From an optimization exercise on the open Yosys and OpenROAD flow, aimed at small area, a short achievable clock period and few clock cycles per item; shortcuts taken in it are not production practice.
The RTL was checked by simulation tests, not by an equivalence proof against the original design.

==> flow/design.v (outline; a module is shown in full before it is edited, if it fits) <==
// module salu_mul_enc: 14 lines
// module salu_mul_pp: 543 lines
// module salu_mul_fin: 10 lines
// module scalar_alu_pipe: 188 lines
module scalar_alu_pipe #(
   parameter int DATA_W     = 64,
   parameter int MUL_CYCLES = 4
) (
   input  logic              clock,
   input  logic              reset_n,
   input  logic              in_valid,
   output logic              in_ready,
   input  logic [salu_pkg::OP_W-1:0] in_op,
   input  logic              in_wide,
   input  logic [DATA_W-1:0] in_src0,
   input  logic [DATA_W-1:0] in_src1,
   input  logic [salu_pkg::SIMM_W-1:0] in_simm,
   input  logic [salu_pkg::SDST_W-1:0] in_sdst,
   input  logic              in_scc,
   output logic              out_valid,
   input  logic              out_ready,
   output logic [DATA_W-1:0] out_data,
   output logic [salu_pkg::SDST_W-1:0] out_sdst,
   output logic              out_wr,
   output logic              out_scc
);
  // ...
==> flow/run.sh <==
#!/bin/bash
# synth_recipe.tcl (not shown) runs the flow's synth.tcl, then flattens the netlist and writes it again
# the make line also repeats each setting of config.mk as NAME=value (left out here)
make -C /OpenROAD-flow-scripts/flow DESIGN_CONFIG=/design/flow/config.mk WORK_HOME=/design/flow/orfs CLKGATE_MAP_FILE= SYNTH_SCRIPT=/design/flow/synth_recipe.tcl finish
==> flow/config.mk <==
export PLATFORM = sky130hd
export DESIGN_NAME = scalar_alu_pipe
export DESIGN_NICKNAME = scalar_alu_pipe
export VERILOG_FILES = /design/flow/design.v
export SDC_FILE = /design/flow/constraint.sdc
export NUM_CORES = 4
export LEC_CHECK = 0
export CAP_MARGIN = 20
export CORE_MARGIN = 2
export CORE_UTILIZATION = 35
export SETUP_SLACK_MARGIN = 5
export SLEW_MARGIN = 20
==> flow/constraint.sdc <==
create_clock -name core_clock -period 9.0 [get_ports {clock}]
set_input_delay 1.8000 -clock core_clock [delete_from_list [all_inputs] [get_ports {clock}]]
set_output_delay 1.8000 -clock core_clock [all_outputs]
set_load 0.01 [all_outputs]
==> flow_summary_export.csv, run 1 <==
group,metric,value,unit
floorplanning,rows,122,
synthesis,synthTopCellsByArea,"edfxtp_1 (29%), fa_1 (9.7%), mux4_2 (7.4%), xnor2_1 (5.4%), a22oi_1 (5.0%)",
timing,grt_setup_unrepaired,"true",
outcome,status,"no timing/DRC/antenna violations",
place,place_area,0.04264,mm²
synthesis,synthMuxAreaShare,12.40,%
synthesis,synth_nets,4452,
route,wl_met1,69.71,mm
route,top_layer,"met5",
clock_tree,cts_sinks,372,
synthesis,synthXorXnorAreaFrac,10.02,%
clock_tree,cts_buffers,48,
route,wl_met3,23.79,mm
synthesis,yosys.cell_count.top_type,"edfxtp_1",
synthesis,syn-cell-area,0.03871,mm²
critical_path,r2r_slack,4080,ps
job,maxCapViolations,0,
synthesis,synth_ff_type,"edfxtp_1",
timing,tightestPinTransition,1035,ps
finish,nonClockBufferCount,533,
worst_hold_path,min_to,"out_wr$_DFFE_PP_",
clock_tree,max-clock-path-buffers,3,
clock_tree,cts_resized,338,
synthesis,synth_compound_area_share,18.15,%
Testbench counts, summed over its fixed seeds: cycles 12,024, items 12,000.
==> module salu_mul_fin, before the edit <==
module salu_mul_fin (
   input  logic [31:0] row0,
   input  logic [31:0] row1,
   output logic [31:0] p
);
   logic [31:0] x, y;
   assign x = {row0[31], row0[30], row0[29], row0[28], row0[27], row0[26], row0[25], row0[24], row0[23], row0[22], row0[21], row0[20], row0[19], row0[18], row0[17], row0[16], row0[15], row0[14], row0[13], row0[12], row0[11], row0[10], row0[9], row0[8], row0[7], row0[6], row0[5], row0[4], row0[3], row0[2], row0[1], row0[0]};
   assign y = {row1[31], row1[30], row1[29], row1[28], row1[27], row1[26], row1[25], row1[24], row1[23], row1[22], row1[21], row1[20], row1[19], row1[18], row1[17], row1[16], row1[15], row1[14], row1[13], row1[12], row1[11], row1[10], row1[9], row1[8], row1[7], row1[6], row1[5], row1[4], row1[3], row1[2], 1'b0, row1[0]};
   assign p = x + y;
endmodule
==> module scalar_alu_pipe, before the edit <==
module scalar_alu_pipe #(
   parameter int DATA_W     = 64,
   parameter int MUL_CYCLES = 4
) (
   input  logic              clock,
   input  logic              reset_n,
   input  logic              in_valid,
   output logic              in_ready,
   input  logic [salu_pkg::OP_W-1:0] in_op,
   input  logic              in_wide,
   input  logic [DATA_W-1:0] in_src0,
   input  logic [DATA_W-1:0] in_src1,
   input  logic [salu_pkg::SIMM_W-1:0] in_simm,
   input  logic [salu_pkg::SDST_W-1:0] in_sdst,
   input  logic              in_scc,
   output logic              out_valid,
   input  logic              out_ready,
   output logic [DATA_W-1:0] out_data,
   output logic [salu_pkg::SDST_W-1:0] out_sdst,
   output logic              out_wr,
   output logic              out_scc
);
   logic en;
   assign en       = ~out_valid | out_ready;
   assign in_ready = en;
   logic [4:0]  dop;
   logic        d_inv, d_w, d_sum, d_shr, d_shl, d_ashr, d_mm, d_max, d_sgn;
   logic        d_fc, d_flt, d_fgt, d_feq, d_fne, d_fov, d_fscc, d_nz, d_wr, d_mul, d_imm;
   logic [3:0]  d_tt;
   assign dop = in_op;
   always_comb begin
      d_inv = 1'b0; d_sum = 1'b0; d_shr = 1'b0; d_shl = 1'b0; d_ashr = 1'b0;
      d_mm  = 1'b0; d_max = 1'b0; d_sgn = 1'b0;
      d_fc  = 1'b0; d_flt = 1'b0; d_fgt = 1'b0; d_feq = 1'b0; d_fne = 1'b0; d_fov = 1'b0;
      d_nz  = 1'b0; d_wr  = 1'b1; d_mul = 1'b0; d_imm = 1'b0;
      d_tt  = 4'b1100;
      case (dop)
         salu_pkg::OP_MOV:      d_tt = 4'b1100;
         salu_pkg::OP_NOT:      begin d_tt = 4'b0011; d_nz = 1'b1; end
         salu_pkg::OP_AND:      begin d_tt = 4'b1000; d_nz = 1'b1; end
         salu_pkg::OP_OR:       begin d_tt = 4'b1110; d_nz = 1'b1; end
         salu_pkg::OP_XOR:      begin d_tt = 4'b0110; d_nz = 1'b1; end
         salu_pkg::OP_ADD:      begin d_tt = 4'b0000; d_sum = 1'b1; d_fc = 1'b1; end
         salu_pkg::OP_SUB:      begin d_tt = 4'b0000; d_sum = 1'b1; d_inv = 1'b1; d_flt = 1'b1; end
         salu_pkg::OP_LSHL:     begin d_tt = 4'b0000; d_shl = 1'b1; d_nz = 1'b1; end
         salu_pkg::OP_LSHR:     begin d_tt = 4'b0000; d_shr = 1'b1; d_nz = 1'b1; end
         salu_pkg::OP_ASHR:     begin d_tt = 4'b0000; d_shr = 1'b1; d_ashr = 1'b1; d_nz = 1'b1; end
         salu_pkg::OP_MIN_I:    begin d_tt = 4'b0000; d_inv = 1'b1; d_mm = 1'b1; d_sgn = 1'b1; d_flt = 1'b1; end
         salu_pkg::OP_MIN_U:    begin d_tt = 4'b0000; d_inv = 1'b1; d_mm = 1'b1; d_flt = 1'b1; end
         salu_pkg::OP_MAX_I:    begin d_tt = 4'b0000; d_inv = 1'b1; d_mm = 1'b1; d_max = 1'b1; d_sgn = 1'b1; d_fgt = 1'b1; end
         salu_pkg::OP_MAX_U:    begin d_tt = 4'b0000; d_inv = 1'b1; d_mm = 1'b1; d_max = 1'b1; d_fgt = 1'b1; end
         salu_pkg::OP_CMP_EQ:   begin d_tt = 4'b0000; d_inv = 1'b1; d_wr = 1'b0; d_feq = 1'b1; end
         salu_pkg::OP_CMP_LG:   begin d_tt = 4'b0000; d_inv = 1'b1; d_wr = 1'b0; d_fne = 1'b1; end
         salu_pkg::OP_CMP_LT_I: begin d_tt = 4'b0000; d_inv = 1'b1; d_wr = 1'b0; d_sgn = 1'b1; d_flt = 1'b1; end
         salu_pkg::OP_CMP_LT_U: begin d_tt = 4'b0000; d_inv = 1'b1; d_wr = 1'b0; d_flt = 1'b1; end
         salu_pkg::OP_MOVK:     begin d_tt = 4'b1010; d_imm = 1'b1; end
         salu_pkg::OP_ADDK:     begin d_tt = 4'b0000; d_imm = 1'b1; d_sum = 1'b1; d_fov = 1'b1; end
         salu_pkg::OP_MUL_I32:  begin d_tt = 4'b0000; d_mul = 1'b1; end
         default:               begin d_tt = 4'b1100; d_wr = 1'b0; end
      endcase
      d_w    = in_wide & ~d_imm & ~d_mul;
      d_fscc = ~(d_fc | d_flt | d_fgt | d_feq | d_fne | d_fov | d_nz);
   end
   logic [15:0] bo_in, bt_in, bn_in;
   salu_mul_enc u_menc (.b(in_src1[31:0]), .one(bo_in), .two(bt_in), .ng(bn_in));
   logic [63:0] y_in, yy_in;
   assign y_in  = d_imm ? {32'b0, {16{in_simm[15]}}, in_simm} : in_src1;
   assign yy_in = d_mul ? {16'b0, bn_in, bt_in, bo_in} : y_in ^ {64{d_inv}};
   logic        p1v;
   logic [63:0] a, yy;
   logic [3:0]  tt;
   logic        inv, w, c_sum, c_shr, c_shl, c_ashr, c_mm, c_max, c_sgn;
   logic        c_fc, c_flt, c_fgt, c_feq, c_fne, c_fov, c_fscc, c_nz, c_wr, c_mul, p1_scc;
   logic [6:0]  p1_sdst;
   always_ff @(posedge clock or negedge reset_n)
      if (!reset_n)  p1v <= 1'b0;
      else if (en)   p1v <= in_valid;
   always_ff @(posedge clock)
      if (en) begin
         a       <= in_src0;
         yy      <= yy_in;
         tt      <= d_tt;
         inv     <= d_inv;
         w       <= d_w;
         c_sum   <= d_sum;
         c_shr   <= d_shr;
         c_shl   <= d_shl;
         c_ashr  <= d_ashr;
         c_mm    <= d_mm;
         c_max   <= d_max;
         c_sgn   <= d_sgn;
         c_fc    <= d_fc;
         c_flt   <= d_flt;
         c_fgt   <= d_fgt;
         c_feq   <= d_feq;
         c_fne   <= d_fne;
         c_fov   <= d_fov;
         c_fscc  <= d_fscc;
         c_nz    <= d_nz;
         c_wr    <= d_wr;
         c_mul   <= d_mul;
         p1_scc  <= in_scc;
         p1_sdst <= in_sdst;
      end
   logic [65:0] sum66;
   logic [63:0] s, p;
   logic        c64, c32, cw, lt_u, lt_i, sa, sy, eq, lt, gt, sel_a, ovf;
   assign sum66 = {1'b0, a, 1'b1} + {1'b0, yy, inv};
   assign s     = sum66[64:1];
   assign c64   = sum66[65];
   assign p     = a ^ yy;
   assign c32   = s[32] ^ p[32];
   assign cw    = w ? c64 : c32;
   assign lt_u  = ~cw;
   assign sa    = w ? a[63] : a[31];
   assign sy    = w ? ~yy[63] : ~yy[31];
   assign lt_i  = (sa ^ sy) ? sa : lt_u;
   assign eq    = (&p[31:0]) & ((&p[63:32]) | ~w);
   assign lt    = c_sgn ? lt_i : lt_u;
   assign gt    = ~lt & ~eq;
   assign sel_a = c_max ? ~lt : lt;
   assign ovf   = (a[31] == yy[31]) && (s[31] != a[31]);
   logic [3:0]  tl, th;
   logic [63:0] lg;
   assign tl = c_mm ? {sel_a, 1'b1, 1'b0, ~sel_a} : tt;
   assign th = w ? tl : 4'b0000;
   always_comb begin
      for (int i = 0; i < 32; i++)  lg[i] = tl[{a[i], yy[i]}];
      for (int i = 32; i < 64; i++) lg[i] = th[{a[i], yy[i]}];
   end
   logic [5:0]  sh;
   logic        fill;
   logic [63:0] ra, xin, sr, rsr;
   assign sh   = w ? yy[5:0] : {1'b0, yy[4:0]};
   assign fill = c_ashr & (w ? a[63] : a[31]);
   always_comb
      for (int i = 0; i < 64; i++) ra[i] = a[63-i];
   assign xin = c_shl ? ra : (w ? a : {{32{fill}}, a[31:0]});
   assign sr  = 64'($signed({fill, xin}) >>> sh);
   always_comb
      for (int i = 0; i < 64; i++) rsr[i] = sr[63-i];
   logic [63:0] res;
   logic        hs, hr, hl;
   assign hs = c_sum & w;
   assign hr = c_shr & w;
   assign hl = c_shl & w;
   assign res[31:0]  = lg[31:0]  | ({32{c_sum}} & s[31:0])  | ({32{c_shr}} & sr[31:0])  | ({32{c_shl}} & rsr[31:0]);
   assign res[63:32] = lg[63:32] | ({32{hs}}    & s[63:32]) | ({32{hr}}    & sr[63:32]) | ({32{hl}}    & rsr[63:32]);
   logic flag;
   assign flag = (c_fc & cw) | (c_flt & lt) | (c_fgt & gt) | (c_feq & eq) | (c_fne & ~eq) |
                 (c_fov & ovf) | (c_fscc & p1_scc);
   logic [31:0] m0, m1;
   salu_mul_pp u_mpp (.a(a[31:0]), .one(yy[15:0]), .two(yy[31:16]), .ng(yy[47:32]), .row0(m0), .row1(m1));
   logic        r2v, r2_mul, r2_wr, r2_nz, r2_flag;
   logic [63:0] r2_x;
   logic [31:0] r2_m0, r2_m1;
   logic [6:0]  r2_sdst;
   always_ff @(posedge clock or negedge reset_n)
      if (!reset_n)  r2v <= 1'b0;
      else if (en)   r2v <= p1v;
   always_ff @(posedge clock)
      if (en) begin
         r2_x    <= res;
         r2_m0   <= m0;
         r2_m1   <= m1;
         r2_mul  <= c_mul;
         r2_wr   <= c_wr;
         r2_nz   <= c_nz;
         r2_flag <= flag;
         r2_sdst <= p1_sdst;
      end
   logic [31:0] mp;
   logic [63:0] e2_data;
   logic        e2_scc;
   salu_mul_fin u_mfin (.row0(r2_m0), .row1(r2_m1), .p(mp));
   assign e2_data = r2_mul ? {32'b0, mp} : r2_x;
   assign e2_scc  = r2_nz ? (r2_x != '0) : r2_flag;
   always_ff @(posedge clock or negedge reset_n)
      if (!reset_n)  out_valid <= 1'b0;
      else if (en)   out_valid <= r2v;
   always_ff @(posedge clock)
      if (en) begin
         out_data <= e2_data;
         out_sdst <= r2_sdst;
         out_wr   <= r2_wr;
         out_scc  <= e2_scc;
      end
endmodule
==> run 2, diff against run 1 <==
--- a/flow/design.v
+++ b/flow/design.v
@@ -53,5 +53,6 @@
    input  logic [15:0] ng,
    output logic [31:0] row0,
-   output logic [31:0] row1
+   output logic [31:0] row1,
+   output logic [31:0] row2
 );
    logic [32:0] ax;
@@ -72,5 +73,5 @@
    logic [3:0] pp14;
    logic [1:0] pp15;
-   logic s1_1, s1_2, s1_3, s1_4, s1_5, s1_6, s1_7, s1_8, s1_9, s1_10, s1_11, s1_12, s1_13, s1_14, s1_15, s1_16, s1_17, s1_18, s1_19, s1_20, s1_21, s1_22, s1_23, s1_24, s1_25, s1_26, s1_27, s1_28, s1_29, s1_30, s1_31, s1_32, s1_33, s1_34, s1_35, s1_36, s1_37, s1_38, s1_39, s1_40, s1_41, s1_42, s1_43, s1_44, s1_45, s1_46, s1_47, s1_48, s1_49, s1_50, s1_51, s1_52, s1_53, s1_54, s1_55, s1_56, s1_57, s1_58, s1_59, s1_60, s1_61, s1_62, s1_63, s1_64, s1_65, s1_66, s1_67, s1_68, s1_69, s1_70, s1_71, s1_72, s1_73, s1_74, s1_75, s1_76, s1_77, s1_78, s1_79, s1_80, s1_81, s1_82, s1_83, s1_84, s1_85, s1_86, s1_87, s1_88, s1_89, s1_90, s1_91, s1_92, s1_93, s1_94, s1_95, s1_96, s1_97, s1_98, s1_99, s1_100, s1_101, s1_102, s1_103, s1_104, s1_105, s1_106, s1_107, s1_108, s1_109, s1_110, s1_111, s1_112, s1_113, s1_114, s1_115, s1_116, s1_117, s1_118, s1_119, s1_120, s1_121, s1_122, s1_123, s1_124, s1_125, s1_126, s1_127, s1_128, s1_129, s1_130, s1_131, s1_132, s1_133, s1_134, s1_135, s1_136, s1_137, s1_138, s1_139, s1_140, s1_141, s1_142, s1_143, s1_144, s1_145, s1_146, s1_147, s1_148, s1_149, s1_150, s1_151, s1_152, s1_153, s1_154, s1_155, s1_156, s1_157, s1_158, s1_159, s1_160, s1_161, s1_162, s1_163, s1_164, s1_165, s1_166, s1_167, s1_168, s1_169, s1_170, s1_171, s1_172, s1_173, s1_174, s1_175, s1_176, s1_177, s1_178, s1_179, s1_180, s1_181, s1_182, s1_183, s1_184, s1_185, s1_186, s1_187, s1_188, s1_189, s1_190, s1_191, s1_192, s1_193, s1_194, s1_195, s1_196, s1_197, s1_198, s1_199, s1_200, s1_201, s1_202, s1_203, s1_204, s1_205, s1_206, s1_207, s1_208, s1_209, s1_210, s1_211, s1_212, s1_213, s1_214, s1_215, s1_216, s1_217, s1_218, s1_219, s1_220, s1_221, s1_222, s1_223, s1_224, s1_225, s1_226, s1_227, s1_228, s1_229, s1_230, s1_231, s1_232, s1_233, s1_234, s1_235, s1_236, s1_237, s1_238, s1_239, s1_240, s1_241, s1_242, s1_243, s1_244, s1_245, s1_246, s1_247, s1_248, s1_249, s1_250, s1_251, s1_252, s1_253, s1_254, s1_255, s1_256, s1_257, s1_258, s1_259, s1_260, s1_261, s1_262, s1_263, s1_264, s1_265, s1_266, s1_267, s1_268, s1_269, s1_270, s1_271, s1_272, s1_273, s1_274, s1_275, s1_276, s1_277, s1_278, s1_279, s1_280, s1_281, s1_282, s1_283, s1_284, s1_285, s1_286, s1_287, s1_288, s1_289, s1_290, s1_291, s1_292, s1_293, s1_294, s1_295, s1_296, s1_297, s1_298, s1_299, s1_300, s1_301, s1_302, s1_303, s1_304, s1_305, s1_306, s1_307, s1_308, s1_309, s1_310, s1_311, s1_312, s1_313, s1_314, s1_315, s1_316, s1_317, s1_318, s1_319, s1_320, s1_321, s1_322, s1_323, s1_324, s1_325, s1_326, s1_327, s1_328, s1_329, s1_330, s1_331, s1_332, s1_333, s1_334, s1_335, s1_336, s1_337, s1_338, s1_339, s1_340, s1_341, s1_342, s1_343, s1_344, s1_345, s1_346, s1_347, s1_348, s1_349, s1_350, s1_351, s1_352, s1_353, s1_354, s1_355, s1_356, s1_357, s1_358, s1_359, s1_360, s1_361, s1_362, s1_363, s1_364, s1_365, s1_366, s1_367, s1_368, s1_369, s1_370, s1_371, s1_372, s1_373, s1_374, s1_375, s1_376, s1_377, s1_378, s1_379, s1_380, s1_381, s1_382, s1_383, s1_384, s1_385, s1_386, s1_387, s1_388, s1_389, s1_390, s1_391, s1_392, s1_393, s1_394, s1_395, s1_396, s1_397, s1_398, s1_399, s1_400, s1_401, s1_402, s1_403, s1_404, s1_405, s1_406, s1_407, s1_408, s1_409, s1_410, s1_411, s1_412, s1_413, s1_414, s1_415, s1_416, s1_417, s1_418, s1_419, s1_420, s1_421, s1_422, s1_423, s1_424, s1_425, s1_426, s1_427, s1_428, s1_429, s1_430, s1_431, s1_432, s1_433, s1_434, s1_435, s1_436, s1_437, s1_438, s1_439, s1_440, s1_441, s1_442, s1_443, s1_444, s1_445, s1_446, s1_447, s1_448, s1_449, s1_450, s1_451, s1_452, s1_453, s1_454, s1_455, s1_456, s1_457, s1_458, s1_459, s1_460, s1_461, s1_462, s1_463, s1_464, s1_465, s1_466, s1_467, s1_468, s1_469, s1_470, s1_471, s1_472, s1_473, s1_474, s1_475, s1_476, s1_477, s1_478, s1_479, s1_480;
+   logic s1_1, s1_2, s1_3, s1_4, s1_5, s1_6, s1_7, s1_8, s1_9, s1_10, s1_11, s1_12, s1_13, s1_14, s1_15, s1_16, s1_17, s1_18, s1_19, s1_20, s1_21, s1_22, s1_23, s1_24, s1_25, s1_26, s1_27, s1_28, s1_29, s1_30, s1_31, s1_32, s1_33, s1_34, s1_35, s1_36, s1_37, s1_38, s1_39, s1_40, s1_41, s1_42, s1_43, s1_44, s1_45, s1_46, s1_47, s1_48, s1_49, s1_50, s1_51, s1_52, s1_53, s1_54, s1_55, s1_56, s1_57, s1_58, s1_59, s1_60, s1_61, s1_62, s1_63, s1_64, s1_65, s1_66, s1_67, s1_68, s1_69, s1_70, s1_71, s1_72, s1_73, s1_74, s1_75, s1_76, s1_77, s1_78, s1_79, s1_80, s1_81, s1_82, s1_83, s1_84, s1_85, s1_86, s1_87, s1_88, s1_89, s1_90, s1_91, s1_92, s1_93, s1_94, s1_95, s1_96, s1_97, s1_98, s1_99, s1_100, s1_101, s1_102, s1_103, s1_104, s1_105, s1_106, s1_107, s1_108, s1_109, s1_110, s1_111, s1_112, s1_113, s1_114, s1_115, s1_116, s1_117, s1_118, s1_119, s1_120, s1_121, s1_122, s1_123, s1_124, s1_125, s1_126, s1_127, s1_128, s1_129, s1_130, s1_131, s1_132, s1_133, s1_134, s1_135, s1_136, s1_137, s1_138, s1_139, s1_140, s1_141, s1_142, s1_143, s1_144, s1_145, s1_146, s1_147, s1_148, s1_149, s1_150, s1_151, s1_152, s1_153, s1_154, s1_155, s1_156, s1_157, s1_158, s1_159, s1_160, s1_161, s1_162, s1_163, s1_164, s1_165, s1_166, s1_167, s1_168, s1_169, s1_170, s1_171, s1_172, s1_173, s1_174, s1_175, s1_176, s1_177, s1_178, s1_179, s1_180, s1_181, s1_182, s1_183, s1_184, s1_185, s1_186, s1_187, s1_188, s1_189, s1_190, s1_191, s1_192, s1_193, s1_194, s1_195, s1_196, s1_197, s1_198, s1_199, s1_200, s1_201, s1_202, s1_203, s1_204, s1_205, s1_206, s1_207, s1_208, s1_209, s1_210, s1_211, s1_212, s1_213, s1_214, s1_215, s1_216, s1_217, s1_218, s1_219, s1_220, s1_221, s1_222, s1_223, s1_224, s1_225, s1_226, s1_227, s1_228, s1_229, s1_230, s1_231, s1_232, s1_233, s1_234, s1_235, s1_236, s1_237, s1_238, s1_239, s1_240, s1_241, s1_242, s1_243, s1_244, s1_245, s1_246, s1_247, s1_248, s1_249, s1_250, s1_251, s1_252, s1_253, s1_254, s1_255, s1_256, s1_257, s1_258, s1_259, s1_260, s1_261, s1_262, s1_263, s1_264, s1_265, s1_266, s1_267, s1_268, s1_269, s1_270, s1_271, s1_272, s1_273, s1_274, s1_275, s1_276, s1_277, s1_278, s1_279, s1_280, s1_281, s1_282, s1_283, s1_284, s1_285, s1_286, s1_287, s1_288, s1_289, s1_290, s1_291, s1_292, s1_293, s1_294, s1_295, s1_296, s1_297, s1_298, s1_299, s1_300, s1_301, s1_302, s1_303, s1_304, s1_305, s1_306, s1_307, s1_308, s1_309, s1_310, s1_311, s1_312, s1_313, s1_314, s1_315, s1_316, s1_317, s1_318, s1_319, s1_320, s1_321, s1_322, s1_323, s1_324, s1_325, s1_326, s1_327, s1_328, s1_329, s1_330, s1_331, s1_332, s1_333, s1_334, s1_335, s1_336, s1_337, s1_338, s1_339, s1_340, s1_341, s1_342, s1_343, s1_344, s1_345, s1_346, s1_347, s1_348, s1_349, s1_350, s1_351, s1_352, s1_353, s1_354, s1_355, s1_356, s1_357, s1_358, s1_359, s1_360, s1_361, s1_362, s1_363, s1_364, s1_365, s1_366, s1_367, s1_368, s1_369, s1_370, s1_371, s1_372, s1_373, s1_374, s1_375, s1_376, s1_377, s1_378, s1_379, s1_380, s1_381, s1_382, s1_383, s1_384, s1_385, s1_386, s1_387, s1_388, s1_389, s1_390, s1_391, s1_392, s1_393, s1_394, s1_395, s1_396, s1_397, s1_398, s1_399, s1_400, s1_401, s1_402, s1_403, s1_404, s1_405, s1_406, s1_407, s1_408, s1_409, s1_410, s1_411, s1_412, s1_413, s1_414, s1_415, s1_416, s1_417, s1_418, s1_419, s1_420, s1_421, s1_422, s1_423, s1_424, s1_425, s1_426, s1_427, s1_428, s1_429, s1_430, s1_431, s1_432, s1_433, s1_434, s1_435, s1_436, s1_437, s1_438, s1_439, s1_440, s1_441, s1_442, s1_443, s1_444, s1_445, s1_446, s1_447, s1_448, s1_449, s1_450, s1_451, s1_452, s1_453, s1_454, s1_455, s1_456, s1_457, s1_458, s1_459, s1_460, s1_461, s1_462, s1_463, s1_464, s1_465, s1_466, s1_467;
    assign ax = {a, 1'b0};
    for (genvar j = 0; j < 32; j++) begin : g_pp0
@@ -132,6 +133,6 @@
    assign s1_9 = pp0[5] ^ pp1[3] ^ pp2[1];
    assign s1_10 = (pp0[5] & pp1[3]) | (pp0[5] & pp2[1]) | (pp1[3] & pp2[1]);
-   assign s1_11 = s1_6 ^ s1_9;
-   assign s1_12 = s1_6 & s1_9;
+   assign s1_11 = s1_6 ^ s1_8;
+   assign s1_12 = s1_6 & s1_8;
    assign s1_13 = pp0[6] ^ pp1[4] ^ pp2[2];
    assign s1_14 = (pp0[6] & pp1[4]) | (pp0[6] & pp2[2]) | (pp1[4] & pp2[2]);
@@ -144,6 +145,6 @@
    assign s1_21 = pp3[1] ^ s1_14 ^ s1_19;
    assign s1_22 = (pp3[1] & s1_14) | (pp3[1] & s1_19) | (s1_14 & s1_19);
-   assign s1_23 = s1_16 ^ s1_21;
-   assign s1_24 = s1_16 & s1_21;
+   assign s1_23 = s1_16 ^ s1_18;
+   assign s1_24 = s1_16 & s1_18;
    assign s1_25 = pp0[8] ^ pp1[6] ^ pp2[4];
    assign s1_26 = (pp0[8] & pp1[6]) | (pp0[8] & pp2[4]) | (pp1[6] & pp2[4]);
@@ -152,6 +153,6 @@
    assign s1_29 = s1_20 ^ s1_25 ^ s1_27;
    assign s1_30 = (s1_20 & s1_25) | (s1_20 & s1_27) | (s1_25 & s1_27);
-   assign s1_31 = s1_22 ^ s1_29;
-   assign s1_32 = s1_22 & s1_29;
+   assign s1_31 = s1_22 ^ s1_24;
+   assign s1_32 = s1_22 & s1_24;
    assign s1_33 = pp0[9] ^ pp1[7] ^ pp2[5];
    assign s1_34 = (pp0[9] & pp1[7]) | (pp0[9] & pp2[5]) | (pp1[7] & pp2[5]);
@@ -170,6 +171,6 @@
    assign s1_47 = s1_43 ^ s1_36 ^ s1_45;
    assign s1_48 = (s1_43 & s1_36) | (s1_43 & s1_45) | (s1_36 & s1_45);
-   assign s1_49 = s1_38 ^ s1_47;
-   assign s1_50 = s1_38 & s1_47;
+   assign s1_49 = s1_38 ^ s1_40;
+   assign s1_50 = s1_38 & s1_40;
    assign s1_51 = pp0[11] ^ pp1[9] ^ pp2[7];
    assign s1_52 = (pp0[11] & pp1[9]) | (pp0[11] & pp2[7]) | (pp1[9] & pp2[7]);
@@ -202,8 +203,8 @@
    assign s1_79 = s1_73 ^ s1_75 ^ s1_66;
    assign s1_80 = (s1_73 & s1_75) | (s1_73 & s1_66) | (s1_75 & s1_66);
-   assign s1_81 = s1_68 ^ s1_77 ^ s1_70;
-   assign s1_82 = (s1_68 & s1_77) | (s1_68 & s1_70) | (s1_77 & s1_70);
-   assign s1_83 = s1_79 ^ s1_72;
-   assign s1_84 = s1_79 & s1_72;
+   assign s1_81 = s1_68 ^ s1_77 ^ s1_79;
+   assign s1_82 = (s1_68 & s1_77) | (s1_68 & s1_79) | (s1_77 & s1_79);
+   assign s1_83 = s1_70 ^ s1_72;
+   assign s1_84 = s1_70 & s1_72;
    assign s1_85 = pp0[14] ^ pp1[12] ^ pp2[10];
    assign s1_86 = (pp0[14] & pp1[12]) | (pp0[14] & pp2[10]) | (pp1[12] & pp2[10]);
@@ -298,8 +299,8 @@
    assign s1_175 = s1_169 ^ s1_171 ^ s1_156;
    assign s1_176 = (s1_169 & s1_171) | (s1_169 & s1_156) | (s1_171 & s1_156);
-   assign s1_177 = s1_158 ^ s1_173 ^ s1_160;
-   assign s1_178 = (s1_158 & s1_173) | (s1_158 & s1_160) | (s1_173 & s1_160);
-   assign s1_179 = s1_175 ^ s1_162;
-   assign s1_180 = s1_175 & s1_162;
+   assign s1_177 = s1_158 ^ s1_173 ^ s1_175;
+   assign s1_178 = (s1_158 & s1_173) | (s1_158 & s1_175) | (s1_173 & s1_175);
+   assign s1_179 = s1_160 ^ s1_162;
+   assign s1_180 = s1_160 & s1_162;
    assign s1_181 = pp0[20] ^ pp1[18] ^ pp2[16];
    assign s1_182 = (pp0[20] & pp1[18]) | (pp0[20] & pp2[16]) | (pp1[18] & pp2[16]);
@@ -458,144 +459,161 @@
    assign s1_335 = s1_331 ^ s1_308 ^ s1_333;
    assign s1_336 = (s1_331 & s1_308) | (s1_331 & s1_333) | (s1_308 & s1_333);
-   assign s1_337 = s1_310 ^ s1_335;
-   assign s1_338 = s1_310 & s1_335;
-   assign s1_339 = pp0[27] ^ pp1[25] ^ pp2[23];
-   assign s1_340 = (pp0[27] & pp1[25]) | (pp0[27] & pp2[23]) | (pp1[25] & pp2[23]);
-   assign s1_341 = pp3[21] ^ pp4[19] ^ pp5[17];
-   assign s1_342 = (pp3[21] & pp4[19]) | (pp3[21] & pp5[17]) | (pp4[19] & pp5[17]);
-   assign s1_343 = pp6[15] ^ pp7[13] ^ pp8[11];
-   assign s1_344 = (pp6[15] & pp7[13]) | (pp6[15] & pp8[11]) | (pp7[13] & pp8[11]);
-   assign s1_345 = pp9[9] ^ pp10[7] ^ pp11[5];
-   assign s1_346 = (pp9[9] & pp10[7]) | (pp9[9] & pp11[5]) | (pp10[7] & pp11[5]);
-   assign s1_347 = pp12[3] ^ pp13[1] ^ s1_314;
-   assign s1_348 = (pp12[3] & pp13[1]) | (pp12[3] & s1_314) | (pp13[1] & s1_314);
-   assign s1_349 = s1_316 ^ s1_318 ^ s1_320;
-   assign s1_350 = (s1_316 & s1_318) | (s1_316 & s1_320) | (s1_318 & s1_320);
-   assign s1_351 = s1_322 ^ s1_339 ^ s1_341;
-   assign s1_352 = (s1_322 & s1_339) | (s1_322 & s1_341) | (s1_339 & s1_341);
-   assign s1_353 = s1_343 ^ s1_345 ^ s1_324;
-   assign s1_354 = (s1_343 & s1_345) | (s1_343 & s1_324) | (s1_345 & s1_324);
-   assign s1_355 = s1_326 ^ s1_328 ^ s1_347;
-   assign s1_356 = (s1_326 & s1_328) | (s1_326 & s1_347) | (s1_328 & s1_347);
-   assign s1_357 = s1_349 ^ s1_351 ^ s1_330;
-   assign s1_358 = (s1_349 & s1_351) | (s1_349 & s1_330) | (s1_351 & s1_330);
-   assign s1_359 = s1_332 ^ s1_353 ^ s1_355;
-   assign s1_360 = (s1_332 & s1_353) | (s1_332 & s1_355) | (s1_353 & s1_355);
-   assign s1_361 = s1_334 ^ s1_357 ^ s1_359;
-   assign s1_362 = (s1_334 & s1_357) | (s1_334 & s1_359) | (s1_357 & s1_359);
-   assign s1_363 = s1_336 ^ s1_361;
-   assign s1_364 = s1_336 & s1_361;
-   assign s1_365 = pp0[28] ^ pp1[26] ^ pp2[24];
-   assign s1_366 = (pp0[28] & pp1[26]) | (pp0[28] & pp2[24]) | (pp1[26] & pp2[24]);
-   assign s1_367 = pp3[22] ^ pp4[20] ^ pp5[18];
-   assign s1_368 = (pp3[22] & pp4[20]) | (pp3[22] & pp5[18]) | (pp4[20] & pp5[18]);
-   assign s1_369 = pp6[16] ^ pp7[14] ^ pp8[12];
-   assign s1_370 = (pp6[16] & pp7[14]) | (pp6[16] & pp8[12]) | (pp7[14] & pp8[12]);
-   assign s1_371 = pp9[10] ^ pp10[8] ^ pp11[6];
-   assign s1_372 = (pp9[10] & pp10[8]) | (pp9[10] & pp11[6]) | (pp10[8] & pp11[6]);
-   assign s1_373 = pp12[4] ^ pp13[2] ^ pp14[0];
-   assign s1_374 = (pp12[4] & pp13[2]) | (pp12[4] & pp14[0]) | (pp13[2] & pp14[0]);
-   assign s1_375 = ng[14] ^ s1_340 ^ s1_342;
-   assign s1_376 = (ng[14] & s1_340) | (ng[14] & s1_342) | (s1_340 & s1_342);
-   assign s1_377 = s1_344 ^ s1_346 ^ s1_365;
-   assign s1_378 = (s1_344 & s1_346) | (s1_344 & s1_365) | (s1_346 & s1_365);
-   assign s1_379 = s1_367 ^ s1_369 ^ s1_371;
-   assign s1_380 = (s1_367 & s1_369) | (s1_367 & s1_371) | (s1_369 & s1_371);
-   assign s1_381 = s1_373 ^ s1_348 ^ s1_350;
-   assign s1_382 = (s1_373 & s1_348) | (s1_373 & s1_350) | (s1_348 & s1_350);
-   assign s1_383 = s1_352 ^ s1_375 ^ s1_377;
-   assign s1_384 = (s1_352 & s1_375) | (s1_352 & s1_377) | (s1_375 & s1_377);
-   assign s1_385 = s1_379 ^ s1_354 ^ s1_356;
-   assign s1_386 = (s1_379 & s1_354) | (s1_379 & s1_356) | (s1_354 & s1_356);
-   assign s1_387 = s1_381 ^ s1_383 ^ s1_358;
-   assign s1_388 = (s1_381 & s1_383) | (s1_381 & s1_358) | (s1_383 & s1_358);
-   assign s1_389 = s1_360 ^ s1_385 ^ s1_362;
-   assign s1_390 = (s1_360 & s1_385) | (s1_360 & s1_362) | (s1_385 & s1_362);
-   assign s1_391 = s1_387 ^ s1_364;
-   assign s1_392 = s1_387 & s1_364;
-   assign s1_393 = pp0[29] ^ pp1[27] ^ pp2[25];
-   assign s1_394 = (pp0[29] & pp1[27]) | (pp0[29] & pp2[25]) | (pp1[27] & pp2[25]);
-   assign s1_395 = pp3[23] ^ pp4[21] ^ pp5[19];
-   assign s1_396 = (pp3[23] & pp4[21]) | (pp3[23] & pp5[19]) | (pp4[21] & pp5[19]);
-   assign s1_397 = pp6[17] ^ pp7[15] ^ pp8[13];
-   assign s1_398 = (pp6[17] & pp7[15]) | (pp6[17] & pp8[13]) | (pp7[15] & pp8[13]);
-   assign s1_399 = pp9[11] ^ pp10[9] ^ pp11[7];
-   assign s1_400 = (pp9[11] & pp10[9]) | (pp9[11] & pp11[7]) | (pp10[9] & pp11[7]);
-   assign s1_401 = pp12[5] ^ pp13[3] ^ pp14[1];
-   assign s1_402 = (pp12[5] & pp13[3]) | (pp12[5] & pp14[1]) | (pp13[3] & pp14[1]);
-   assign s1_403 = s1_366 ^ s1_368 ^ s1_370;
-   assign s1_404 = (s1_366 & s1_368) | (s1_366 & s1_370) | (s1_368 & s1_370);
-   assign s1_405 = s1_372 ^ s1_374 ^ s1_393;
-   assign s1_406 = (s1_372 & s1_374) | (s1_372 & s1_393) | (s1_374 & s1_393);
-   assign s1_407 = s1_395 ^ s1_397 ^ s1_399;
-   assign s1_408 = (s1_395 & s1_397) | (s1_395 & s1_399) | (s1_397 & s1_399);
-   assign s1_409 = s1_401 ^ s1_376 ^ s1_378;
-   assign s1_410 = (s1_401 & s1_376) | (s1_401 & s1_378) | (s1_376 & s1_378);
-   assign s1_411 = s1_380 ^ s1_403 ^ s1_405;
-   assign s1_412 = (s1_380 & s1_403) | (s1_380 & s1_405) | (s1_403 & s1_405);
-   assign s1_413 = s1_407 ^ s1_382 ^ s1_384;
-   assign s1_414 = (s1_407 & s1_382) | (s1_407 & s1_384) | (s1_382 & s1_384);
-   assign s1_415 = s1_409 ^ s1_411 ^ s1_386;
-   assign s1_416 = (s1_409 & s1_411) | (s1_409 & s1_386) | (s1_411 & s1_386);
-   assign s1_417 = s1_413 ^ s1_388 ^ s1_415;
-   assign s1_418 = (s1_413 & s1_388) | (s1_413 & s1_415) | (s1_388 & s1_415);
-   assign s1_419 = s1_390 ^ s1_417;
-   assign s1_420 = s1_390 & s1_417;
-   assign s1_421 = pp0[30] ^ pp1[28] ^ pp2[26];
-   assign s1_422 = (pp0[30] & pp1[28]) | (pp0[30] & pp2[26]) | (pp1[28] & pp2[26]);
-   assign s1_423 = pp3[24] ^ pp4[22] ^ pp5[20];
-   assign s1_424 = (pp3[24] & pp4[22]) | (pp3[24] & pp5[20]) | (pp4[22] & pp5[20]);
-   assign s1_425 = pp6[18] ^ pp7[16] ^ pp8[14];
-   assign s1_426 = (pp6[18] & pp7[16]) | (pp6[18] & pp8[14]) | (pp7[16] & pp8[14]);
-   assign s1_427 = pp9[12] ^ pp10[10] ^ pp11[8];
-   assign s1_428 = (pp9[12] & pp10[10]) | (pp9[12] & pp11[8]) | (pp10[10] & pp11[8]);
-   assign s1_429 = pp12[6] ^ pp13[4] ^ pp14[2];
-   assign s1_430 = (pp12[6] & pp13[4]) | (pp12[6] & pp14[2]) | (pp13[4] & pp14[2]);
-   assign s1_431 = pp15[0] ^ ng[15] ^ s1_394;
-   assign s1_432 = (pp15[0] & ng[15]) | (pp15[0] & s1_394) | (ng[15] & s1_394);
-   assign s1_433 = s1_396 ^ s1_398 ^ s1_400;
-   assign s1_434 = (s1_396 & s1_398) | (s1_396 & s1_400) | (s1_398 & s1_400);
-   assign s1_435 = s1_402 ^ s1_421 ^ s1_423;
-   assign s1_436 = (s1_402 & s1_421) | (s1_402 & s1_423) | (s1_421 & s1_423);
-   assign s1_437 = s1_425 ^ s1_427 ^ s1_429;
-   assign s1_438 = (s1_425 & s1_427) | (s1_425 & s1_429) | (s1_427 & s1_429);
-   assign s1_439 = s1_404 ^ s1_406 ^ s1_408;
-   assign s1_440 = (s1_404 & s1_406) | (s1_404 & s1_408) | (s1_406 & s1_408);
-   assign s1_441 = s1_431 ^ s1_433 ^ s1_435;
-   assign s1_442 = (s1_431 & s1_433) | (s1_431 & s1_435) | (s1_433 & s1_435);
-   assign s1_443 = s1_437 ^ s1_410 ^ s1_412;
-   assign s1_444 = (s1_437 & s1_410) | (s1_437 & s1_412) | (s1_410 & s1_412);
-   assign s1_445 = s1_439 ^ s1_441 ^ s1_414;
-   assign s1_446 = (s1_439 & s1_441) | (s1_439 & s1_414) | (s1_441 & s1_414);
-   assign s1_447 = s1_443 ^ s1_416 ^ s1_445;
-   assign s1_448 = (s1_443 & s1_416) | (s1_443 & s1_445) | (s1_416 & s1_445);
-   assign s1_449 = s1_418 ^ s1_447;
-   assign s1_450 = s1_418 & s1_447;
-   assign s1_451 = pp0[31] ^ pp1[29] ^ pp2[27];
-   assign s1_453 = pp3[25] ^ pp4[23] ^ pp5[21];
-   assign s1_455 = pp6[19] ^ pp7[17] ^ pp8[15];
-   assign s1_457 = pp9[13] ^ pp10[11] ^ pp11[9];
-   assign s1_459 = pp12[7] ^ pp13[5] ^ pp14[3];
-   assign s1_461 = pp15[1] ^ s1_422 ^ s1_424;
-   assign s1_463 = s1_426 ^ s1_428 ^ s1_430;
-   assign s1_465 = s1_451 ^ s1_453 ^ s1_455;
-   assign s1_467 = s1_457 ^ s1_459 ^ s1_432;
-   assign s1_469 = s1_434 ^ s1_436 ^ s1_438;
-   assign s1_471 = s1_461 ^ s1_463 ^ s1_465;
-   assign s1_473 = s1_440 ^ s1_442 ^ s1_467;
-   assign s1_475 = s1_469 ^ s1_471 ^ s1_444;
-   assign s1_477 = s1_473 ^ s1_446 ^ s1_475;
-   assign s1_479 = s1_448 ^ s1_477;
-   assign row0 = {s1_450, s1_420, s1_392, s1_389, s1_338, s1_312, s1_288, s1_264, s1_242, s1_220, s1_200, s1_180, s1_177, s1_144, s1_128, s1_112, s1_98, s1_84, s1_81, s1_60, s1_50, s1_40, s1_37, s1_24, s1_18, s1_15, s1_8, s1_5, s1_2, ng[1], pp0[1], pp0[0]};
-   assign row1 = {s1_479, s1_449, s1_419, s1_391, s1_363, s1_337, s1_311, s1_287, s1_263, s1_241, s1_219, s1_199, s1_179, s1_161, s1_143, s1_127, s1_111, s1_97, s1_83, s1_71, s1_59, s1_49, s1_39, s1_31, s1_23, s1_17, s1_11, s1_7, s1_3, s1_1, 1'b0, ng[0]};
+   assign s1_337 = pp0[27] ^ pp1[25] ^ pp2[23];
+   assign s1_338 = (pp0[27] & pp1[25]) | (pp0[27] & pp2[23]) | (pp1[25] & pp2[23]);
+   assign s1_339 = pp3[21] ^ pp4[19] ^ pp5[17];
+   assign s1_340 = (pp3[21] & pp4[19]) | (pp3[21] & pp5[17]) | (pp4[19] & pp5[17]);
+   assign s1_341 = pp6[15] ^ pp7[13] ^ pp8[11];
+   assign s1_342 = (pp6[15] & pp7[13]) | (pp6[15] & pp8[11]) | (pp7[13] & pp8[11]);
+   assign s1_343 = pp9[9] ^ pp10[7] ^ pp11[5];
+   assign s1_344 = (pp9[9] & pp10[7]) | (pp9[9] & pp11[5]) | (pp10[7] & pp11[5]);
+   assign s1_345 = pp12[3] ^ pp13[1] ^ s1_314;
+   assign s1_346 = (pp12[3] & pp13[1]) | (pp12[3] & s1_314) | (pp13[1] & s1_314);
+   assign s1_347 = s1_316 ^ s1_318 ^ s1_320;
+   assign s1_348 = (s1_316 & s1_318) | (s1_316 & s1_320) | (s1_318 & s1_320);
+   assign s1_349 = s1_322 ^ s1_337 ^ s1_339;
+   assign s1_350 = (s1_322 & s1_337) | (s1_322 & s1_339) | (s1_337 & s1_339);
+   assign s1_351 = s1_341 ^ s1_343 ^ s1_324;
+   assign s1_352 = (s1_341 & s1_343) | (s1_341 & s1_324) | (s1_343 & s1_324);
+   assign s1_353 = s1_326 ^ s1_328 ^ s1_345;
+   assign s1_354 = (s1_326 & s1_328) | (s1_326 & s1_345) | (s1_328 & s1_345);
+   assign s1_355 = s1_347 ^ s1_349 ^ s1_330;
+   assign s1_356 = (s1_347 & s1_349) | (s1_347 & s1_330) | (s1_349 & s1_330);
+   assign s1_357 = s1_351 ^ s1_332 ^ s1_353;
+   assign s1_358 = (s1_351 & s1_332) | (s1_351 & s1_353) | (s1_332 & s1_353);
+   assign s1_359 = s1_334 ^ s1_355;
+   assign s1_360 = s1_334 & s1_355;
+   assign s1_361 = pp0[28] ^ pp1[26] ^ pp2[24];
+   assign s1_362 = (pp0[28] & pp1[26]) | (pp0[28] & pp2[24]) | (pp1[26] & pp2[24]);
+   assign s1_363 = pp3[22] ^ pp4[20] ^ pp5[18];
+   assign s1_364 = (pp3[22] & pp4[20]) | (pp3[22] & pp5[18]) | (pp4[20] & pp5[18]);
+   assign s1_365 = pp6[16] ^ pp7[14] ^ pp8[12];
+   assign s1_366 = (pp6[16] & pp7[14]) | (pp6[16] & pp8[12]) | (pp7[14] & pp8[12]);
+   assign s1_367 = pp9[10] ^ pp10[8] ^ pp11[6];
+   assign s1_368 = (pp9[10] & pp10[8]) | (pp9[10] & pp11[6]) | (pp10[8] & pp11[6]);
+   assign s1_369 = pp12[4] ^ pp13[2] ^ pp14[0];
+   assign s1_370 = (pp12[4] & pp13[2]) | (pp12[4] & pp14[0]) | (pp13[2] & pp14[0]);
+   assign s1_371 = ng[14] ^ s1_338 ^ s1_340;
+   assign s1_372 = (ng[14] & s1_338) | (ng[14] & s1_340) | (s1_338 & s1_340);
+   assign s1_373 = s1_342 ^ s1_344 ^ s1_361;
+   assign s1_374 = (s1_342 & s1_344) | (s1_342 & s1_361) | (s1_344 & s1_361);
+   assign s1_375 = s1_363 ^ s1_365 ^ s1_367;
+   assign s1_376 = (s1_363 & s1_365) | (s1_363 & s1_367) | (s1_365 & s1_367);
+   assign s1_377 = s1_369 ^ s1_346 ^ s1_348;
+   assign s1_378 = (s1_369 & s1_346) | (s1_369 & s1_348) | (s1_346 & s1_348);
+   assign s1_379 = s1_350 ^ s1_371 ^ s1_373;
+   assign s1_380 = (s1_350 & s1_371) | (s1_350 & s1_373) | (s1_371 & s1_373);
+   assign s1_381 = s1_375 ^ s1_352 ^ s1_354;
+   assign s1_382 = (s1_375 & s1_352) | (s1_375 & s1_354) | (s1_352 & s1_354);
+   assign s1_383 = s1_377 ^ s1_379 ^ s1_356;
+   assign s1_384 = (s1_377 & s1_379) | (s1_377 & s1_356) | (s1_379 & s1_356);
+   assign s1_385 = s1_358 ^ s1_381;
+   assign s1_386 = s1_358 & s1_381;
+   assign s1_387 = pp0[29] ^ pp1[27] ^ pp2[25];
+   assign s1_388 = (pp0[29] & pp1[27]) | (pp0[29] & pp2[25]) | (pp1[27] & pp2[25]);
+   assign s1_389 = pp3[23] ^ pp4[21] ^ pp5[19];
+   assign s1_390 = (pp3[23] & pp4[21]) | (pp3[23] & pp5[19]) | (pp4[21] & pp5[19]);
+   assign s1_391 = pp6[17] ^ pp7[15] ^ pp8[13];
+   assign s1_392 = (pp6[17] & pp7[15]) | (pp6[17] & pp8[13]) | (pp7[15] & pp8[13]);
+   assign s1_393 = pp9[11] ^ pp10[9] ^ pp11[7];
+   assign s1_394 = (pp9[11] & pp10[9]) | (pp9[11] & pp11[7]) | (pp10[9] & pp11[7]);
+   assign s1_395 = pp12[5] ^ pp13[3] ^ pp14[1];
+   assign s1_396 = (pp12[5] & pp13[3]) | (pp12[5] & pp14[1]) | (pp13[3] & pp14[1]);
+   assign s1_397 = s1_362 ^ s1_364 ^ s1_366;
+   assign s1_398 = (s1_362 & s1_364) | (s1_362 & s1_366) | (s1_364 & s1_366);
+   assign s1_399 = s1_368 ^ s1_370 ^ s1_387;
+   assign s1_400 = (s1_368 & s1_370) | (s1_368 & s1_387) | (s1_370 & s1_387);
+   assign s1_401 = s1_389 ^ s1_391 ^ s1_393;
+   assign s1_402 = (s1_389 & s1_391) | (s1_389 & s1_393) | (s1_391 & s1_393);
+   assign s1_403 = s1_395 ^ s1_372 ^ s1_374;
+   assign s1_404 = (s1_395 & s1_372) | (s1_395 & s1_374) | (s1_372 & s1_374);
+   assign s1_405 = s1_376 ^ s1_397 ^ s1_399;
+   assign s1_406 = (s1_376 & s1_397) | (s1_376 & s1_399) | (s1_397 & s1_399);
+   assign s1_407 = s1_401 ^ s1_378 ^ s1_380;
+   assign s1_408 = (s1_401 & s1_378) | (s1_401 & s1_380) | (s1_378 & s1_380);
+   assign s1_409 = s1_403 ^ s1_405 ^ s1_382;
+   assign s1_410 = (s1_403 & s1_405) | (s1_403 & s1_382) | (s1_405 & s1_382);
+   assign s1_411 = s1_407 ^ s1_386;
+   assign s1_412 = s1_407 & s1_386;
+   assign s1_413 = pp0[30] ^ pp1[28] ^ pp2[26];
+   assign s1_414 = (pp0[30] & pp1[28]) | (pp0[30] & pp2[26]) | (pp1[28] & pp2[26]);
+   assign s1_415 = pp3[24] ^ pp4[22] ^ pp5[20];
+   assign s1_416 = (pp3[24] & pp4[22]) | (pp3[24] & pp5[20]) | (pp4[22] & pp5[20]);
+   assign s1_417 = pp6[18] ^ pp7[16] ^ pp8[14];
+   assign s1_418 = (pp6[18] & pp7[16]) | (pp6[18] & pp8[14]) | (pp7[16] & pp8[14]);
+   assign s1_419 = pp9[12] ^ pp10[10] ^ pp11[8];
+   assign s1_420 = (pp9[12] & pp10[10]) | (pp9[12] & pp11[8]) | (pp10[10] & pp11[8]);
+   assign s1_421 = pp12[6] ^ pp13[4] ^ pp14[2];
+   assign s1_422 = (pp12[6] & pp13[4]) | (pp12[6] & pp14[2]) | (pp13[4] & pp14[2]);
+   assign s1_423 = pp15[0] ^ ng[15] ^ s1_388;
+   assign s1_424 = (pp15[0] & ng[15]) | (pp15[0] & s1_388) | (ng[15] & s1_388);
+   assign s1_425 = s1_390 ^ s1_392 ^ s1_394;
+   assign s1_426 = (s1_390 & s1_392) | (s1_390 & s1_394) | (s1_392 & s1_394);
+   assign s1_427 = s1_396 ^ s1_413 ^ s1_415;
+   assign s1_428 = (s1_396 & s1_413) | (s1_396 & s1_415) | (s1_413 & s1_415);
+   assign s1_429 = s1_417 ^ s1_419 ^ s1_421;
+   assign s1_430 = (s1_417 & s1_419) | (s1_417 & s1_421) | (s1_419 & s1_421);
+   assign s1_431 = s1_398 ^ s1_400 ^ s1_402;
+   assign s1_432 = (s1_398 & s1_400) | (s1_398 & s1_402) | (s1_400 & s1_402);
+   assign s1_433 = s1_423 ^ s1_425 ^ s1_427;
+   assign s1_434 = (s1_423 & s1_425) | (s1_423 & s1_427) | (s1_425 & s1_427);
+   assign s1_435 = s1_429 ^ s1_404 ^ s1_406;
+   assign s1_436 = (s1_429 & s1_404) | (s1_429 & s1_406) | (s1_404 & s1_406);
+   assign s1_437 = s1_431 ^ s1_433 ^ s1_408;
+   assign s1_438 = (s1_431 & s1_433) | (s1_431 & s1_408) | (s1_433 & s1_408);
+   assign s1_439 = s1_435 ^ s1_410;
+   assign s1_440 = s1_435 & s1_410;
+   assign s1_441 = pp0[31] ^ pp1[29];
+   assign s1_442 = pp2[27] ^ pp3[25];
+   assign s1_443 = pp4[23] ^ pp5[21];
+   assign s1_444 = pp6[19] ^ pp7[17];
+   assign s1_445 = pp8[15] ^ pp9[13];
+   assign s1_446 = pp10[11] ^ pp11[9];
+   assign s1_447 = pp12[7] ^ pp13[5];
+   assign s1_448 = pp14[3] ^ pp15[1];
+   assign s1_449 = s1_441 ^ s1_442;
+   assign s1_450 = s1_443 ^ s1_444;
+   assign s1_451 = s1_445 ^ s1_446;
+   assign s1_452 = s1_447 ^ s1_448;
+   assign s1_453 = s1_414 ^ s1_416;
+   assign s1_454 = s1_418 ^ s1_420;
+   assign s1_455 = s1_422 ^ s1_449;
+   assign s1_456 = s1_450 ^ s1_451;
+   assign s1_457 = s1_452 ^ s1_453;
+   assign s1_458 = s1_454 ^ s1_455;
+   assign s1_459 = s1_456 ^ s1_424;
+   assign s1_460 = s1_426 ^ s1_457;
+   assign s1_461 = s1_458 ^ s1_428;
+   assign s1_462 = s1_430 ^ s1_459;
+   assign s1_463 = s1_460 ^ s1_461;
+   assign s1_464 = s1_462 ^ s1_432;
+   assign s1_465 = s1_463 ^ s1_434;
+   assign s1_466 = s1_464 ^ s1_465;
+   assign s1_467 = s1_436 ^ s1_466;
+   assign row0 = {s1_438, s1_412, s1_384, s1_360, s1_357, s1_310, s1_288, s1_264, s1_242, s1_220, s1_200, s1_180, s1_177, s1_144, s1_128, s1_112, s1_98, s1_84, s1_81, s1_60, s1_50, s1_47, s1_37, s1_29, s1_21, s1_15, s1_9, s1_5, s1_2, ng[1], pp0[1], pp0[0]};
+   assign row1 = {s1_440, s1_437, s1_409, s1_383, s1_336, s1_312, s1_311, s1_287, s1_263, s1_241, s1_219, s1_199, s1_179, s1_161, s1_143, s1_127, s1_111, s1_97, s1_83, s1_71, s1_59, s1_49, s1_39, s1_31, s1_23, s1_17, s1_11, s1_7, s1_3, s1_1, 1'b0, ng[0]};
+   assign row2 = {s1_467, s1_439, s1_411, s1_385, s1_359, s1_335, 1'b0, 1'b0, 1'b0, 1'b0, 1'b0, 1'b0, 1'b0, 1'b0, 1'b0, 1'b0, 1'b0, 1'b0, 1'b0, 1'b0, 1'b0, 1'b0, 1'b0, 1'b0, 1'b0, 1'b0, 1'b0, 1'b0, 1'b0, 1'b0, 1'b0, 1'b0};
 endmodule
 module salu_mul_fin (
    input  logic [31:0] row0,
    input  logic [31:0] row1,
+   input  logic [31:0] row2,
    output logic [31:0] p
 );
+   logic s2_1, s2_2, s2_3, s2_4, s2_5, s2_6, s2_7, s2_8, s2_9, s2_10, s2_11, s2_12;
    logic [31:0] x, y;
-   assign x = {row0[31], row0[30], row0[29], row0[28], row0[27], row0[26], row0[25], row0[24], row0[23], row0[22], row0[21], row0[20], row0[19], row0[18], row0[17], row0[16], row0[15], row0[14], row0[13], row0[12], row0[11], row0[10], row0[9], row0[8], row0[7], row0[6], row0[5], row0[4], row0[3], row0[2], row0[1], row0[0]};
-   assign y = {row1[31], row1[30], row1[29], row1[28], row1[27], row1[26], row1[25], row1[24], row1[23], row1[22], row1[21], row1[20], row1[19], row1[18], row1[17], row1[16], row1[15], row1[14], row1[13], row1[12], row1[11], row1[10], row1[9], row1[8], row1[7], row1[6], row1[5], row1[4], row1[3], row1[2], 1'b0, row1[0]};
+   assign s2_1 = row0[26] ^ row1[26];
+   assign s2_2 = row0[26] & row1[26];
+   assign s2_3 = row0[27] ^ row1[27] ^ row2[27];
+   assign s2_4 = (row0[27] & row1[27]) | (row0[27] & row2[27]) | (row1[27] & row2[27]);
+   assign s2_5 = row0[28] ^ row1[28] ^ row2[28];
+   assign s2_6 = (row0[28] & row1[28]) | (row0[28] & row2[28]) | (row1[28] & row2[28]);
+   assign s2_7 = row0[29] ^ row1[29] ^ row2[29];
+   assign s2_8 = (row0[29] & row1[29]) | (row0[29] & row2[29]) | (row1[29] & row2[29]);
+   assign s2_9 = row0[30] ^ row1[30] ^ row2[30];
+   assign s2_10 = (row0[30] & row1[30]) | (row0[30] & row2[30]) | (row1[30] & row2[30]);
+   assign s2_11 = row0[31] ^ row1[31];
+   assign s2_12 = row2[31] ^ s2_11;
+   assign x = {s2_10, s2_8, s2_6, s2_4, s2_2, row2[26], row0[25], row0[24], row0[23], row0[22], row0[21], row0[20], row0[19], row0[18], row0[17], row0[16], row0[15], row0[14], row0[13], row0[12], row0[11], row0[10], row0[9], row0[8], row0[7], row0[6], row0[5], row0[4], row0[3], row0[2], row0[1], row0[0]};
+   assign y = {s2_12, s2_9, s2_7, s2_5, s2_3, s2_1, row1[25], row1[24], row1[23], row1[22], row1[21], row1[20], row1[19], row1[18], row1[17], row1[16], row1[15], row1[14], row1[13], row1[12], row1[11], row1[10], row1[9], row1[8], row1[7], row1[6], row1[5], row1[4], row1[3], row1[2], 1'b0, row1[0]};
    assign p = x + y;
 endmodule
@@ -665,6 +683,17 @@
    logic [15:0] bo_in, bt_in, bn_in;
    salu_mul_enc u_menc (.b(in_src1[31:0]), .one(bo_in), .two(bt_in), .ng(bn_in));
-   logic [63:0] y_in, yy_in;
-   assign y_in  = d_imm ? {32'b0, {16{in_simm[15]}}, in_simm} : in_src1;
+   logic        d_sext, d_sh;
+   logic [31:0] a_hi;
+   logic [63:0] a_in, ra_in, y_in, yy_in;
+   assign d_sext = d_inv & ~d_w;
+   assign d_sh   = d_shl | d_shr;
+   assign a_hi   = d_w ? in_src0[63:32] : {32{in_src0[31] & (d_ashr | d_sext)}};
+   always_comb
+      for (int i = 0; i < 64; i++) ra_in[i] = in_src0[63-i];
+   assign a_in  = d_shl ? ra_in : {a_hi, in_src0[31:0]};
+   logic [63:0] y_sel;
+   assign y_sel = d_imm ? {32'b0, {16{in_simm[15]}}, in_simm} : in_src1;
+   assign y_in  = {d_sext ? {32{y_sel[31]}} : y_sel[63:32], y_sel[31:6],
+                   y_sel[5] & ~(d_sh & ~d_w), y_sel[4:0]};
    assign yy_in = d_mul ? {16'b0, bn_in, bt_in, bo_in} : y_in ^ {64{d_inv}};
    logic        p1v;
@@ -679,5 +708,5 @@
    always_ff @(posedge clock)
       if (en) begin
-         a       <= in_src0;
+         a       <= a_in;
          yy      <= yy_in;
          tt      <= d_tt;
@@ -713,9 +742,9 @@
    assign c32   = s[32] ^ p[32];
    assign cw    = w ? c64 : c32;
-   assign lt_u  = ~cw;
-   assign sa    = w ? a[63] : a[31];
-   assign sy    = w ? ~yy[63] : ~yy[31];
+   assign lt_u  = ~c64;
+   assign sa    = a[63];
+   assign sy    = ~yy[63];
    assign lt_i  = (sa ^ sy) ? sa : lt_u;
-   assign eq    = (&p[31:0]) & ((&p[63:32]) | ~w);
+   assign eq    = &p;
    assign lt    = c_sgn ? lt_i : lt_u;
    assign gt    = ~lt & ~eq;
@@ -732,11 +761,8 @@
    logic [5:0]  sh;
    logic        fill;
-   logic [63:0] ra, xin, sr, rsr;
-   assign sh   = w ? yy[5:0] : {1'b0, yy[4:0]};
-   assign fill = c_ashr & (w ? a[63] : a[31]);
-   always_comb
-      for (int i = 0; i < 64; i++) ra[i] = a[63-i];
-   assign xin = c_shl ? ra : (w ? a : {{32{fill}}, a[31:0]});
-   assign sr  = 64'($signed({fill, xin}) >>> sh);
+   logic [63:0] sr, rsr;
+   assign sh   = yy[5:0];
+   assign fill = c_ashr & a[63];
+   assign sr   = 64'($signed({fill, a}) >>> sh);
    always_comb
       for (int i = 0; i < 64; i++) rsr[i] = sr[63-i];
@@ -751,9 +777,9 @@
    assign flag = (c_fc & cw) | (c_flt & lt) | (c_fgt & gt) | (c_feq & eq) | (c_fne & ~eq) |
                  (c_fov & ovf) | (c_fscc & p1_scc);
-   logic [31:0] m0, m1;
-   salu_mul_pp u_mpp (.a(a[31:0]), .one(yy[15:0]), .two(yy[31:16]), .ng(yy[47:32]), .row0(m0), .row1(m1));
+   logic [31:0] m0, m1, m2;
+   salu_mul_pp u_mpp (.a(a[31:0]), .one(yy[15:0]), .two(yy[31:16]), .ng(yy[47:32]), .row0(m0), .row1(m1), .row2(m2));
    logic        r2v, r2_mul, r2_wr, r2_nz, r2_flag;
    logic [63:0] r2_x;
-   logic [31:0] r2_m0, r2_m1;
+   logic [31:0] r2_m0, r2_m1, r2_m2;
    logic [6:0]  r2_sdst;
    always_ff @(posedge clock or negedge reset_n)
@@ -765,4 +791,5 @@
          r2_m0   <= m0;
          r2_m1   <= m1;
+         r2_m2   <= m2;
          r2_mul  <= c_mul;
          r2_wr   <= c_wr;
@@ -774,5 +801,5 @@
    logic [63:0] e2_data;
    logic        e2_scc;
-   salu_mul_fin u_mfin (.row0(r2_m0), .row1(r2_m1), .p(mp));
+   salu_mul_fin u_mfin (.row0(r2_m0), .row1(r2_m1), .row2(r2_m2), .p(mp));
    assign e2_data = r2_mul ? {32'b0, mp} : r2_x;
    assign e2_scc  = r2_nz ? (r2_x != '0) : r2_flag;
==> run 2 against run 1 <==
Net effect:
- fmax is 20% higher
- non-clock buffer count is 1 higher
- synthesized cell count is 5.4% higher
- final area is 0.66% lower
- worst hold slack worse by 1.2 ps
- utilization is 0.13 points higher
- register-to-register slack better by 830 ps
- clock skew is 12 ps lower
- first-iteration DRC count is 7.1% higher
- critical path type unchanged
- highest routed layer unchanged
==> flow_summary_export.csv, run 2 <==
group,metric,value,unit
timing,tightestPinTransition,1317,ps
critical_path,cp-end-kind,"flip-flop",
floorplanning,rows,121,
grt,antenna_found_initial,6,
finish,drive_gt1_share,17.84,%
synthesis,syn-cell-area,0.03866,mm²
synthesis,synthTopCellsByArea,"edfxtp_1 (29%), fa_1 (9.7%), ha_1 (4.9%), a22oi_1 (4.7%), xor2_1 (4.7%)",
route,avgRoutedWirePerCell,29.54,µm
synthesis,netlist-cell-type-count,93,
finish,area_delta_synth_final,24.03,%
synthesis,yosysWarnings,1,
worst_hold_path,hold_start,"r2_sdst[4]$_DFFE_PP_",
place,routabilityCongestion,1.018,
synthesis,synthArstFlopShare,0.7937,%
finish,layout_commonest_cell,"nand2_1",
critical_path,path_cells,"buf_8 -> buf_16 -> mux4_2 -> inv_1 -> o21ai_0 -> o21ai_0 -> o21a_1 -> o21ai_0 -> a21oi_1 -> nand4_1",
critical_path,slowest_delay,560,ps
critical_path,crit_end,"r2_x[47]$_DFFE_PP_",
grt,grt_pass1_vias,34321,
floorplanning,fp.dieH,336.3,µm
route,ant_nets,0,
floorplanning,num_io_pins,237,
synthesis,synth.avg_cell_area,9.279,µm²
clock_tree,cts_sinks,378,
clock_tree,cts.clk_slew.worst_paths,60,ps
critical_path,start_kind,"flip-flop",
route,drtIter0Drc,5190,
finish,final_cell_mix,"nand2_1 (412), edfxtp_1 (375), a21oi_1 (333)",
synthesis,synth_edf_count,375,
floorplanning,initial_core_util,35.41,%
route,via_per_inst,6.162,
grt,grt-ovfl-total,0,
critical_path,startpoint,"yy[1]$_DFFE_PP_",
timing,setup_tns,0,ps
synthesis,ys_seq_elements,378,
critical_path,reg2reg_depth,10,
floorplanning,core_area,0.1092,mm²
timing,slew_violations,0,
timing,max_freq,244.4,MHz
timing,finalCritPeriodShare,45.47,%
worst_hold_path,hp-class,"flip-flop to flip-flop",
synthesis,yosysTopAreaCellShare,29.13,%
clock_tree,clk_latency,660,ps
clock_tree,htree_levels,2,
timing,grt_setup_unrepaired,"true",
critical_path,crit_fanout,32,
critical_path,path_common_cell,"o21ai_0",
route,dr.pass1.iters,8,
critical_path,r2r-start,"yy[1]$_DFFE_PP_",
critical_path,path_class,"flip-flop to flip-flop",
timing,hold_viol_final,0,
synthesis,synth_ff_type,"edfxtp_1",
critical_path,cp_slowest_cell,"mux4_2",
critical_path,crit_required,9280,ps
synthesis,synth_commonest_cells,"nand2_1 (418), edfxtp_1 (375), a21oi_1 (341)",
timing,setup_viol,0,
timing,fin_worst_skew,47.44,ps
synthesis,yosysSeqAreaShare,29.32,%
floorplanning,die_w,336.3,µm
finish,fin_nets,4896,
grt,track_usage,29.34,%
clock_tree,max-clock-path-buffers,3,
clock_tree,cts_buffers,47,
grt,grt_pass1_wl,242.1,mm
place,hpwl,116.6,mm
synthesis,yosys.cell_count.top_type,"nand2_1",
critical_path,r2r_slack,4910,ps
finish,fill_cells,10445,
outcome,status,"no timing/DRC/antenna violations",
synthesis,synth_nets,4666,
job,maxCapViolations,0,
synthesis,synth_top_area_cell,"edfxtp_1",
timing,layout_min_cycle_time,4092,ps
critical_path,r2r-end,"r2_x[47]$_DFFE_PP_",
route,drc,0,
route,routed_wirelength,174.6,mm
floorplanning,dieArea,0.1131,mm²
clock_tree,cts_tree,"done",
synthesis,synth_cells,4166,
clock_tree,cts_root_buf,"clkbuf_16",
place,port_buffers,236,
critical_path,arrival,4370,ps
timing,slew_headroom,12.10,%
grt,grt_max_degree,110,
route,route.vias.total,36418,
## run 2: worst min path at each step
| stage | end | cells after the start |
|---|---|---|
| 5_1_grt | r2_nz$_DFFE_PP_ | 0 |
| 2_1_floorplan | out_sdst[0]$_DFFE_PP_ | 0 |
| 3_5_place_dp | r2_sdst[4]$_DFFE_PP_ | 0 |
| 6_report | out_sdst[4]$_DFFE_PP_ | 0 |
| 4_1_cts | out_sdst[4]$_DFFE_PP_ | 0 |
| 3_3_place_gp | r2_sdst[2]$_DFFE_PP_ | 0 |
## run 2: area by class of cell
cell class | count | area (µm²) | area share [%]
inverters | 227 | 868.3 | 1.811
clock buffers | 55 | 1227 | 2.560
repair inverters | 1 | 5.005 | 0.01044
diodes | 1 | 2.502 | 0.005219
flip-flops and latches | 378 | 11340 | 23.64
multi-input cells | 3207 | 26350 | 54.95
repair buffers | 534 | 5931 | 12.37
well taps | 1476 | 1847 | 3.852
clock inverters | 31 | 385.4 | 0.8037
## run 2: cells by family after synthesis
| group | synth area share (%) |
|---|---|
| flip-flops | 29.32 |
| adder cells (fa/ha/maj) | 14.59 |
| AND/OR/NAND/NOR | 12.28 |
| buffers and inverters | 5.858 |
| XOR/XNOR | 9.244 |
| AO/OA/AOI/OAI | 19.85 |
| multiplexers | 8.846 |
## run 2: metrics by stage
stage / hold WS [ps] / instances / util (%) / instance area, µm² / setup WS, ps
after global routing: 425.4 / 5909 / 43.92 / 47940 / 4828
final: 417.8 / 5910 / 43.93 / 47950 / 4908
after detailed placement: 404.5 / 5637 / 39.06 / 42640 / 2152
after CTS: 420.0 / 5803 / 42.18 / 46040 / 4920
after global placement: 400.7 / 5637 / 39.06 / 42640 / 2265
after floorplan: 400.3 / 4166 / - / 39210 / 2774
## run 2: timing repair
action | in CTS | in global routing
gates cloned | 15 | 15
hold endpoints to repair | 0 | 0
resized for setup | 229 | 197
endpoints found under the setup margin | 352 | 154
hold buffers | 0 | 0
pin swaps | 25 | 49
buffers inserted | 65 | 91
## run 2: layer usage
| layer | vias to the layer above | track usage, % | routed length [µm] |
|---|---|---|---|
| met4 | 6 | 14.56 | 10610 |
| li1 | 15610 | - | - |
| met2 | 2677 | 42.40 | 71960 |
| met1 | 17590 | 39.17 | 67680 |
| met3 | 535 | 9.579 | 24190 |
| met5 | - | 0 | 109 |
## run 2: worst max-delay path, delay by kind of cell, from the launching register on
kind	cells	cell delay [ps]
flip-flops	1	360
multiplexers	1	560
AND/OR/NAND/NOR	1	380
buffers and inverters	3	680
AO/OA/AOI/OAI	5	1630
Testbench counts of run 2, summed over its fixed seeds: cycles 12,024, items 12,000.

afterwards: timing with drivers on the ports:
The flow's constraints put no driver on any port. The routed layouts listed below were extracted and timed again, unchanged, in two steps. Step 1: set_driving_cell puts a clkbuf_16 on clock and a buf_2 on each other input, an assumption about the parent block. Step 2 times the ports against the registers' clock, not the clock port: input delays grow and output delays shrink by t, the midpoint of the rising clock arrivals with the driver on. Three values: ideal, step 1, step 2; two values: the first two.
run | t, ns | setup WS [ns] | slew at the worst register clock pin (ns) | pins driven straight from the clock port
run 1 | 0.713 | 4.081 / 4.081 / 4.081 | 0.07 / 0.07 | 1
run 2 | 0.708 | 4.908 / 4.908 / 4.595 | 0.08 / 0.08 | 1
After both steps every run listed still meets setup and hold. The setup slack of run 2, which loses most, moves by 0.000 ns with the drivers and by -0.313 ns with both steps.
